Source: an optimization exercise on an open RTL-to-GDS flow (aim: a short achievable clock period and few clock cycles per item). Production flows keep margins and buffers that such runs may drop. Only simulation tests tie the RTL to the original design; equivalence was not proved. The flow treats the clock pin as an ideal source. Dropping or thinning the clock tree relies on that and would not hold on a real chip. Power is estimated from default activity; no workload was simulated.

## job 6911
Design bmem_line_adapter, start of the top module:
module bmem_line_adapter #(
    parameter int ADDR_W = 32,
    parameter int BEAT_W = 64,
    parameter int BEATS  = 4
) (
    input  logic                      clk,
    input  logic                      rst,
    input  logic [ADDR_W-1:0]         i_addr,
    input  logic                      i_read,
    output logic [BEAT_W*BEATS-1:0]   i_rdata,
    output logic                      i_resp,
    input  logic [ADDR_W-1:0]         d_addr,
    input  logic                      d_read,
    input  logic                      d_write,
    input  logic [BEAT_W*BEATS-1:0]   d_wdata,
    output logic [BEAT_W*BEATS-1:0]   d_rdata,
    output logic                      d_resp,
    output logic [ADDR_W-1:0]         bmem_addr,
    output logic                      bmem_read,
    output logic                      bmem_write,
    output logic [BEAT_W-1:0]         bmem_wdata,
    input  logic                      bmem_ready,
    input  logic [ADDR_W-1:0]         bmem_raddr,
  ...
Size in the first run: ~710 flip-flops, about 28,000 sq um of cells after synthesis.
==> flow/config.mk <==
export PLATFORM = sky130hd
export DESIGN_NAME = bmem_line_adapter
export DESIGN_NICKNAME = bmem_line_adapter
export VERILOG_FILES = /design/flow/design.v
export SDC_FILE = /design/flow/constraint.sdc
export NUM_CORES = 4
export LEC_CHECK = 0
export CAP_MARGIN = 20
export CORE_AREA = 5 5 255 255
export DIE_AREA = 0 0 260 260
export SETUP_SLACK_MARGIN = 3.5
export SLEW_MARGIN = 20
==> flow/constraint.sdc <==
create_clock -name core_clock -period 5.0 [get_ports {clk}]
set_input_delay 1.0000 -clock core_clock [delete_from_list [all_inputs] [get_ports {clk}]]
set_output_delay 1.0000 -clock core_clock [all_outputs]
set_load 0.01 [all_outputs]
standard.sh (not shown) runs the stock make flow with config.mk's settings and CLKGATE_MAP_FILE= SYNTH_SCRIPT=/design/flow/synth_recipe.tcl, a recipe that flattens the netlist after the stock synthesis.
==> flow/flow/run.sh <==
#!/bin/bash
# Standard ORFS layout, with the I/O pins allowed one routing track apart so
# that a smaller die still has room for every port.
set -euo pipefail
bash standard.sh finish "PLACE_PINS_ARGS=-min_distance 1 -min_distance_in_tracks" > standard.log 2>&1
Job 6911 completed; timing, DRC and antenna clean
Testbench counts of job 6911, summed over its fixed seeds: cycles 31,485, items 4,800.
[inputs] job 6873 vs job 6911
Settings: a change of DIE_AREA from 0 0 260 260 to 0 0 360 360; an added CTS_CLUSTER_SIZE of 30; a change of CORE_AREA from 5 5 255 255 to 5 5 355 355; an added CTS_CLUSTER_DIAMETER of 60.
==> flow/run.sh (new file) <==
#!/bin/bash
# synth_recipe.tcl (not shown) runs the flow's synth.tcl, then flattens the netlist and writes it again
# the make line also repeats each setting of config.mk as NAME=value (left out here)
make -C /OpenROAD-flow-scripts/flow DESIGN_CONFIG=/design/flow/config.mk WORK_HOME=/design/flow/orfs CLKGATE_MAP_FILE= SYNTH_SCRIPT=/design/flow/synth_recipe.tcl finish
removed: flow/flow/run.sh
removed: flow/standard.sh
In the floorplan summary, job 6873 is listed with a die area greater than that of job 6911. Compared with job 6911, in job 6873 number of vias in the routed layout now sits lower; initial antenna violation count now sits lower. The cell depth of the worst flop-to-flop path reported for job 6873 is smaller than that of job 6911 by 3. On sequential cell area, job 6911 and job 6873 are basically level. Job 6873 vs job 6911 on setup slack: job 6873 is the higher one. Instance area after placement in job 6873 is 1100 sq um above job 6911. Relative to job 6911, cell total after placement increased by 794 in job 6873.
[inputs] job 4997 vs job 6873
Settings: CTS_CLUSTER_SIZE: 30 -> unset; SETUP_SLACK_MARGIN: 3.5 -> unset; CTS_CLUSTER_DIAMETER: 60 -> unset.
Lower routed wire length was reported by job 4997, not job 6873. Total power, job 6873 and job 4997: smaller value in job 4997. Any difference in placed instance count between job 6873 and job 4997 is small enough to ignore. A type of the worst setup path of flip-flop to flip-flop is what job 4997 shows, while flip-flop to primary output belongs to job 6873.
[inputs] job 6889 vs job 4997
Settings: SETUP_SLACK_MARGIN now 3.5, previously not set; ABC_CLOCK_PERIOD_IN_PS now 1500, previously not set.
Findings:
- Total power draw, job 6889 vs job 4997: up by a few percent
- In job 6889 relative to job 4997, peak ir drop on the vdd network had gone up by a few percent.
- Job 6889 against job 4997: met1 track demand over resource in global routing picked up an extra 5.8 points, share of the core filled with cells picked up an extra 9.1 points.

## run 1
The RTL this note starts from:
==> flow/design.v <==
package bmem_pkg;
    localparam int BEAT_W      = 64;
    localparam int BEATS       = 4;
    localparam int LINE_W      = BEAT_W * BEATS;
    localparam int OFFSET_BITS = 5;
endpackage
module rr_arbiter2 (
    input  logic req_i,
    input  logic req_d,
    input  logic last_d,
    output logic gnt_d,
    output logic any_req
);
    assign gnt_d   = req_d & (~req_i | ~last_d);
    assign any_req = req_i | req_d;
endmodule
module bmem_line_adapter #(
    parameter int ADDR_W = 32,
    parameter int BEAT_W = 64,
    parameter int BEATS  = 4
) (
    input  logic                      clk,
    input  logic                      rst,
    input  logic [ADDR_W-1:0]         i_addr,
    input  logic                      i_read,
    output logic [BEAT_W*BEATS-1:0]   i_rdata,
    output logic                      i_resp,
    input  logic [ADDR_W-1:0]         d_addr,
    input  logic                      d_read,
    input  logic                      d_write,
    input  logic [BEAT_W*BEATS-1:0]   d_wdata,
    output logic [BEAT_W*BEATS-1:0]   d_rdata,
    output logic                      d_resp,
    output logic [ADDR_W-1:0]         bmem_addr,
    output logic                      bmem_read,
    output logic                      bmem_write,
    output logic [BEAT_W-1:0]         bmem_wdata,
    input  logic                      bmem_ready,
    input  logic [ADDR_W-1:0]         bmem_raddr,
    input  logic [BEAT_W-1:0]         bmem_rdata,
    input  logic                      bmem_rvalid
);
    localparam int LINE_W = BEAT_W * BEATS;
    localparam int CNT_W  = $clog2(BEATS);
    localparam int OFS    = bmem_pkg::OFFSET_BITS;
    localparam int LA_W   = ADDR_W - OFS;
    localparam logic [CNT_W-1:0] LAST_BEAT = CNT_W'(BEATS - 1);
    logic               i_rq, d_rq, d_wr_q;
    logic               rreq_q, rwait_q, wr_q;
    logic               idle;
    logic [CNT_W-1:0]   rcnt_q, wcnt_q;
    logic               cur_d_q, last_d_q, i_taken_q, d_taken_q;
    logic [LA_W-1:0]    la_q;         
    logic [LA_W-1:0]    rd_la_q;      
    logic [BEAT_W-1:0]  wdata_q;
    logic               i_resp_q, d_resp_q;
    logic [BEAT_W-1:0]  rdata_q, top_i_q, top_d_q;
    logic               hit_q;
    logic [CNT_W-1:0]   hidx_q;
    logic [LINE_W-BEAT_W-1:0] asm_i_q, asm_d_q;
    logic               pend_i, pend_d, nxt_d, nxt_valid, nxt_wr;
    logic [LA_W-1:0]    nxt_la;
    logic               wr_last, wr_done;
    assign pend_i = i_rq & ~i_taken_q;
    assign pend_d = d_rq & ~d_taken_q;
    rr_arbiter2 u_arb (
        .req_i   (pend_i),
        .req_d   (pend_d),
        .last_d  (last_d_q),
        .gnt_d   (nxt_d),
        .any_req (nxt_valid)
    );
    assign nxt_wr = nxt_d & d_wr_q;
    assign nxt_la = nxt_d ? d_addr[ADDR_W-1:OFS] : i_addr[ADDR_W-1:OFS];
    assign idle   = ~(rreq_q | rwait_q | wr_q);
    localparam int NS_W = 14;
    function automatic logic [NS_W-1:0] ctl_next(
        input logic             rdy,
        input logic             ev,
        input logic             rreq, rwait, wr,
        input logic [CNT_W-1:0] rcnt, wcnt,
        input logic             cur_d, last_d, i_taken, d_taken, i_resp, d_resp,
        input logic             nvalid, nd, nwr
    );
        logic             hit, rd_done, wr_done, start;
        logic             n_rreq, n_wr, n_rwait, n_cur_d, n_last_d, n_i_taken, n_d_taken;
        logic             n_i_resp, n_d_resp;
        logic [CNT_W-1:0] n_rcnt, n_wcnt;
        hit       = rwait & ev;
        rd_done   = hit & (rcnt == LAST_BEAT);
        wr_done   = wr & (wcnt == LAST_BEAT) & rdy;
        start     = nvalid & (~(rreq | rwait | wr) | rd_done | wr_done);
        n_rreq    = (rreq & ~rdy) | (start & ~nwr);
        n_wr      = (wr & ~wr_done) | (start & nwr);
        n_rwait   = (rreq & rdy) | (rwait & ~rd_done);
        n_rcnt    = rwait ? rcnt + CNT_W'(hit) : '0;
        n_wcnt    = wr ? wcnt + CNT_W'(rdy) : '0;
        n_cur_d   = start ? nd : cur_d;
        n_last_d  = start ? nd : last_d;
        n_i_taken = (start & ~nd) | (i_taken & ~i_resp);
        n_d_taken = (start & nd) | (d_taken & ~d_resp);
        n_i_resp  = rd_done & ~cur_d;
        n_d_resp  = (rd_done & cur_d) | wr_done;
        ctl_next = {n_rreq, n_wr, n_rwait, n_rcnt, n_wcnt, n_cur_d, n_last_d,
                    n_i_taken, n_d_taken, n_i_resp, n_d_resp, hit};
    endfunction
    logic             ev;
    logic [NS_W-1:0]  ns_00, ns_01, ns_10, ns_11, ns;
    logic             hit_d;
    localparam int EQ_N = ADDR_W / 8;
    logic [ADDR_W-1:0] rd_addr;
    logic [EQ_N-1:0]   eq_part;
    assign rd_addr = {rd_la_q, {OFS{1'b0}}};
    for (genvar g = 0; g < EQ_N; g++) begin : g_eq
        bmem_eq8 u_eq (
            .a  (bmem_raddr[8*g +: 8]),
            .b  (rd_addr[8*g +: 8]),
            .eq (eq_part[g])
        );
    end
    assign ev = bmem_rvalid & (&eq_part);
    assign ns_00 = ctl_next(1'b0, 1'b0, rreq_q, rwait_q, wr_q, rcnt_q, wcnt_q, cur_d_q, last_d_q,
                            i_taken_q, d_taken_q, i_resp_q, d_resp_q, nxt_valid, nxt_d, nxt_wr);
    assign ns_01 = ctl_next(1'b0, 1'b1, rreq_q, rwait_q, wr_q, rcnt_q, wcnt_q, cur_d_q, last_d_q,
                            i_taken_q, d_taken_q, i_resp_q, d_resp_q, nxt_valid, nxt_d, nxt_wr);
    assign ns_10 = ctl_next(1'b1, 1'b0, rreq_q, rwait_q, wr_q, rcnt_q, wcnt_q, cur_d_q, last_d_q,
                            i_taken_q, d_taken_q, i_resp_q, d_resp_q, nxt_valid, nxt_d, nxt_wr);
    assign ns_11 = ctl_next(1'b1, 1'b1, rreq_q, rwait_q, wr_q, rcnt_q, wcnt_q, cur_d_q, last_d_q,
                            i_taken_q, d_taken_q, i_resp_q, d_resp_q, nxt_valid, nxt_d, nxt_wr);
    assign ns = ev ? (bmem_ready ? ns_11 : ns_01) : (bmem_ready ? ns_10 : ns_00);
    assign wr_last = wr_q & (wcnt_q == LAST_BEAT);
    assign wr_done = wr_last & bmem_ready;
    logic bmem_read_o, bmem_write_o, i_resp_o, d_resp_o;
    always_ff @(posedge clk) begin
        if (rst) begin
            i_rq      <= 1'b0;
            d_rq      <= 1'b0;
            d_wr_q    <= 1'b0;
            rreq_q    <= 1'b0;
            rwait_q   <= 1'b0;
            wr_q      <= 1'b0;
            rcnt_q    <= '0;
            wcnt_q    <= '0;
            cur_d_q   <= 1'b0;
            last_d_q  <= 1'b0;
            i_taken_q <= 1'b0;
            d_taken_q <= 1'b0;
            i_resp_q  <= 1'b0;
            d_resp_q  <= 1'b0;
            hit_q     <= 1'b0;
            hidx_q    <= '0;
        end else begin
            i_rq      <= i_read & ~i_resp_q;
            d_rq      <= (d_read | d_write) & ~d_resp_q;
            d_wr_q    <= d_write;
            {rreq_q, wr_q, rwait_q, rcnt_q, wcnt_q, cur_d_q, last_d_q,
             i_taken_q, d_taken_q, i_resp_q, d_resp_q, hit_q} <= ns;
            hidx_q    <= rcnt_q;
        end
    end
    always_ff @(posedge clk or posedge rst) begin
        if (rst) begin
            bmem_read_o  <= 1'b0;
            bmem_write_o <= 1'b0;
            i_resp_o     <= 1'b0;
            d_resp_o     <= 1'b0;
        end else begin
            bmem_read_o  <= ns[NS_W-1];
            bmem_write_o <= ns[NS_W-2];
            i_resp_o     <= ns[2];
            d_resp_o     <= ns[1];
        end
    end
    logic [LA_W-1:0]    cur_la;
    logic               la_hold;
    logic [CNT_W-1:0]   wbeat;
    assign cur_la  = cur_d_q ? d_addr[ADDR_W-1:OFS] : i_addr[ADDR_W-1:OFS];
    assign la_hold = (rreq_q & ~bmem_ready) | (wr_q & ~wr_done);
    assign wbeat   = wr_q ? wcnt_q + CNT_W'(bmem_ready) : '0;
    always_ff @(posedge clk) begin
        la_q    <= la_hold ? cur_la : nxt_la;
        rd_la_q <= cur_la;
        wdata_q <= d_wdata[wbeat*BEAT_W +: BEAT_W];
        rdata_q <= bmem_rdata;
        top_i_q <= rwait_q ? bmem_rdata : rdata_q;
        top_d_q <= rwait_q ? bmem_rdata : top_i_q;
        for (int k = 0; k < BEATS-1; k++) begin
            if (hit_q && hidx_q == CNT_W'(k)) begin
                asm_i_q[k*BEAT_W +: BEAT_W] <= rdata_q;
                asm_d_q[k*BEAT_W +: BEAT_W] <= rdata_q;
            end else begin
                asm_i_q[k*BEAT_W +: BEAT_W] <= asm_d_q[k*BEAT_W +: BEAT_W];
                asm_d_q[k*BEAT_W +: BEAT_W] <= asm_i_q[k*BEAT_W +: BEAT_W];
            end
        end
    end
    assign bmem_addr  = {la_q, {OFS{1'b0}}};
    assign bmem_read  = bmem_read_o;
    assign bmem_write = bmem_write_o;
    assign bmem_wdata = wdata_q;
    assign i_resp     = i_resp_o;
    assign d_resp     = d_resp_o;
    assign i_rdata    = {top_i_q, asm_i_q};
    assign d_rdata    = {top_d_q, asm_d_q};
endmodule
module bmem_eq8 (
    input  logic [7:0] a,
    input  logic [7:0] b,
    output logic       eq
);
    assign eq = (a == b);
endmodule
export LEC_CHECK = 0
export CAP_MARGIN = 20
export CORE_AREA = 5 5 355 355
export DIE_AREA = 0 0 360 360
export SETUP_SLACK_MARGIN = 4.2
export SLEW_MARGIN = 20
export SYNTH_HIERARCHICAL = 1
export SYNTH_MINIMUM_KEEP_SIZE = 0
create_clock -name core_clock -period 5.0 [get_ports {clk}]
==> flow/flow/run.sh <==
#!/bin/bash
# Standard ORFS layout, except that the clock tree is built by
# flow/clock_tree.tcl (two buffer levels) in place of TritonCTS.
set -euo pipefail
here=$(pwd)
FLOW_LEAF_MAX=16 bash standard.sh finish "PRE_CTS_TCL=$here/flow/clock_tree.tcl" > standard.log 2>&1
==> flow/flow/clock_tree.tcl <==
# Sourced by ORFS's cts.tcl before its clock tree step (PRE_CTS_TCL). It
# replaces clock_tree_synthesis with a two-level tree of clkbuf_16 cells
# built here: the clock port drives 4 root buffers, each root drives the
# leaf buffers of one quarter of the flip-flops, and each leaf buffer drives
# a compact cluster of at most LEAF_MAX flip-flops. Every flip-flop is behind
# exactly two buffers, so the tree is balanced by construction; the rest of
# cts.tcl (legalisation, timing repair) runs unchanged.

proc my_tree_split {pts max} {
  # pts: list of {x y iterm}. Cut along the longer side into
  # ceil(n / max) parts of near-equal size, by recursive cuts in proportion
  # to the number of parts on each side. Returns a list of parts.
  set n [llength $pts]
  set parts [expr {($n + $max - 1) / $max}]
  if {$parts <= 1} { return [list $pts] }
  set xs [lsort -integer [lmap p $pts {lindex $p 0}]]
  set ys [lsort -integer [lmap p $pts {lindex $p 1}]]
  set w [expr {[lindex $xs end] - [lindex $xs 0]}]
  set h [expr {[lindex $ys end] - [lindex $ys 0]}]
  set k [expr {$w >= $h ? 0 : 1}]
  set s [lsort -integer -index $k $pts]
  set p1 [expr {$parts / 2}]
  set cut [expr {($n * $p1 + $parts / 2) / $parts}]
  set m1 [expr {($cut + $p1 - 1) / $p1}]
  set m2 [expr {($n - $cut + ($parts - $p1) - 1) / ($parts - $p1)}]
  return [concat [my_tree_split [lrange $s 0 [expr {$cut - 1}]] $m1] \
                 [my_tree_split [lrange $s $cut end] $m2]]
}

proc my_tree_centroid {pts} {
  set sx 0; set sy 0
  foreach p $pts { set sx [expr {$sx + [lindex $p 0]}]; set sy [expr {$sy + [lindex $p 1]}] }
  set n [llength $pts]
  return [list [expr {$sx / $n}] [expr {$sy / $n}]]
}

proc my_tree_buffer {block master name xy} {
  set inst [odb::dbInst_create $block $master $name]
  set w [[$inst getMaster] getWidth]
  set h [[$inst getMaster] getHeight]
  $inst setLocation [expr {[lindex $xy 0] - $w / 2}] [expr {[lindex $xy 1] - $h / 2}]
  $inst setPlacementStatus PLACED
  return $inst
}

proc my_tree_net {block name} {
  set net [odb::dbNet_create $block $name]
  $net setSigType CLOCK
  return $net
}

catch {rename clock_tree_synthesis my_orig_clock_tree_synthesis}
proc clock_tree_synthesis {args} {
  set leaf_max 12
  if {[info exists ::env(FLOW_LEAF_MAX)]} { set leaf_max $::env(FLOW_LEAF_MAX) }
  set block [ord::get_db_block]
  set master [[ord::get_db] findMaster sky130_fd_sc_hd__clkbuf_16]
  set clk [$block findNet clk]
  set sinks {}
  foreach it [$clk getITerms] {
    set xy [$it getAvgXY]
    if {[lindex $xy 0] == 0} {
      set loc [[$it getInst] getLocation]
      set xy [list 1 [lindex $loc 0] [lindex $loc 1]]
    }
    lappend sinks [list [lindex $xy 1] [lindex $xy 2] $it]
  }
  puts "bench clock tree: [llength $sinks] sinks on clk"
  # four quarters of equal size, then clusters inside each
  set quarters [my_tree_split $sinks [expr {([llength $sinks] + 3) / 4}]]
  if {[llength $quarters] != 4} { error "expected 4 quarters, got [llength $quarters]" }
  set q 0
  set nleaf 0
  foreach quarter $quarters {
    set clusters [my_tree_split $quarter $leaf_max]
    set leaf_xy {}
    set rnet [my_tree_net $block "clknet_root_$q"]
    foreach cl $clusters {
      set xy [my_tree_centroid $cl]
      lappend leaf_xy $xy
      set leaf [my_tree_buffer $block $master "clkbuf_leaf_${q}_$nleaf" $xy]
      set lnet [my_tree_net $block "clknet_leaf_${q}_$nleaf"]
      foreach p $cl {
        set it [lindex $p 2]
        $it disconnect
        $it connect $lnet
      }
      [$leaf findITerm X] connect $lnet
      [$leaf findITerm A] connect $rnet
      incr nleaf
    }
    set root [my_tree_buffer $block $master "clkbuf_root_$q" [my_tree_centroid $leaf_xy]]
    [$root findITerm X] connect $rnet
    [$root findITerm A] connect $clk
    puts "bench clock tree: root $q drives [llength $clusters] leaf buffers"
    incr q
  }
  puts "bench clock tree: $nleaf leaf buffers"
  set_propagated_clock [all_clocks]
}
Run 1 completed end to end with timing, DRC and antenna clean.
Testbench counts of run 1, summed over its fixed seeds: cycles 31,485, items 4,800.
#### Input delta (run 2 over run 1)
Settings: SETUP_SLACK_MARGIN changed from 4.2 to 3.5.
==> flow/flow/run.sh <==
#!/bin/bash
# Standard ORFS layout, except that the clock tree is built by
# flow/clock_tree.tcl (two buffer levels) in place of TritonCTS.
set -euo pipefail
here=$(pwd)
FLOW_LEAF_MAX=19 bash standard.sh finish "PRE_CTS_TCL=$here/flow/clock_tree.tcl" > standard.log 2>&1
==> run notes <==
- [diff] register-to-register slack, run 2 relative to run 1: regression
- Looking only at clock share of power, and setting everything else aside, the higher value of run 1 and run 2 goes to run 1.
- Run 2 vs. run 1: hold slack lower, count of inserted antenna diode cells higher.
- Run 2 against run 1; via count of the routed design is down by a few percent.
- Against run 1, run 2 comes in 0.0017 GHz lower on maximum achievable frequency.
- Run 2 gives less sequential cell area than run 1 did.
- Compared with run 1, run 2 shows a lower wire length on met3.
- The type of the worst setup path comes out primary input to flop in one run and flop to output port in the other, namely in run 1 and run 2 respectively.
#### Input delta (run 3 over run 2)
==> flow/flow/run.sh <==
#!/bin/bash
# Standard ORFS layout, except that the clock tree is built by
# flow/clock_tree.tcl (two buffer levels) in place of TritonCTS.
set -euo pipefail
here=$(pwd)
FLOW_LEAF_MAX=23 bash standard.sh finish "PRE_CTS_TCL=$here/flow/clock_tree.tcl" > standard.log 2>&1
diff --git a/flow/flow/clock_tree.tcl b/flow/flow/clock_tree.tcl
--- a/flow/flow/clock_tree.tcl
+++ b/flow/flow/clock_tree.tcl
@@ -10,6 +10,3 @@
-  # pts: list of {x y iterm}. Cut along the longer side into
-  # ceil(n / max) parts of near-equal size, by recursive cuts in proportion
-  # to the number of parts on each side. Returns a list of parts.
-  set n [llength $pts]
-  set parts [expr {($n + $max - 1) / $max}]
-  if {$parts <= 1} { return [list $pts] }
+  # pts: list of {x y iterm}; split along the longer side at the median
+  # until each part holds at most max points. Returns a list of parts.
+  if {[llength $pts] <= $max} { return [list $pts] }
@@ -22,6 +19,3 @@
-  set p1 [expr {$parts / 2}]
-  set cut [expr {($n * $p1 + $parts / 2) / $parts}]
-  set m1 [expr {($cut + $p1 - 1) / $p1}]
-  set m2 [expr {($n - $cut + ($parts - $p1) - 1) / ($parts - $p1)}]
-  return [concat [my_tree_split [lrange $s 0 [expr {$cut - 1}]] $m1] \
-                 [my_tree_split [lrange $s $cut end] $m2]]
+  set n [expr {[llength $s] / 2}]
+  return [concat [my_tree_split [lrange $s 0 [expr {$n - 1}]] $max] \
+                 [my_tree_split [lrange $s $n end] $max]]
@@ -52 +46 @@
-catch {rename clock_tree_synthesis my_orig_clock_tree_synthesis}
+rename clock_tree_synthesis my_orig_clock_tree_synthesis
[summary]
- Cell area down 1400 um2 in run 3 wrt run 2
- Setup slack after layout ends up lower on run 2.
- Run 2 → run 3: wire length down about 0.9%; violation count after the first detailed-routing iteration down 142; final clock period utilization by the worst path down 0.59 points; final critical path time including I/O delays and setup down 0.030 ns; number of nets in the layout down 91.
- Per the comparison of run 3 with run 2, detailed route wirelength on metal3 now larger, total power decreased by about 3% relative to the old numbers, insertion delay of the later-clocked pin in the worst-skew pair lost 0.03 ns, cell count fell by 92.
- Run 3 | stages: all done | timing, DRC, antenna: all pass
- Run 2 closes out successfully: all stages finished, all timing, DRC and antenna checks passed.
In every run of this note, the design's own scripts or RTL, not TritonCTS, make the clock network.

afterwards: timing with drivers on the ports:
Ports are ideal in the flow. The routed layouts listed here were re-timed in OpenROAD. Step 1 assumes that a clkbuf_16 drives the clock port and a buf_2 every other input. Step 2 also shifts input and output timing later by t, the mid clock arrival at the registers, as if the neighbouring blocks saw the same clock. a / b / c = ideal ports / drivers / drivers and shift; a / b = the first two.
run | t, ns | setup WS [ns] | hold slack, ns | latest minus earliest clock arrival (ns) | cell pins on the clock port's net
job 6911 | 0.716 | 2.528 / 2.505 / 2.070 | 0.443 / 0.443 / 0.443 | 0.046 / 0.045 | 1
job 6873 | 0.718 | 2.625 / 2.560 / 2.306 | 0.441 / 0.441 / 0.441 | 0.050 / 0.051 | 1
job 4997 | 0.728 | 1.975 / 1.913 / 1.830 | 0.444 / 0.444 / 0.444 | 0.035 / 0.035 | 1
job 6889 | 0.739 | 2.634 / 2.568 / 2.362 | 0.442 / 0.442 / 0.442 | 0.038 / 0.038 | 1
run 1 | 0.581 | 2.986 / 2.832 / 2.519 | 0.435 / 0.435 / 0.435 | 0.035 / 0.034 | 4
run 2 | 0.573 | 2.979 / 2.823 / 2.471 | 0.408 / 0.408 / 0.408 | 0.053 / 0.053 | 4
run 3 | 0.560 | 3.009 / 2.851 / 2.510 | 0.418 / 0.418 / 0.418 | 0.047 / 0.047 | 4
After both steps every run listed still meets setup and hold. For run 2, which loses most, drivers alone change the setup slack by -0.156 ns; drivers and shift together by -0.508 ns.
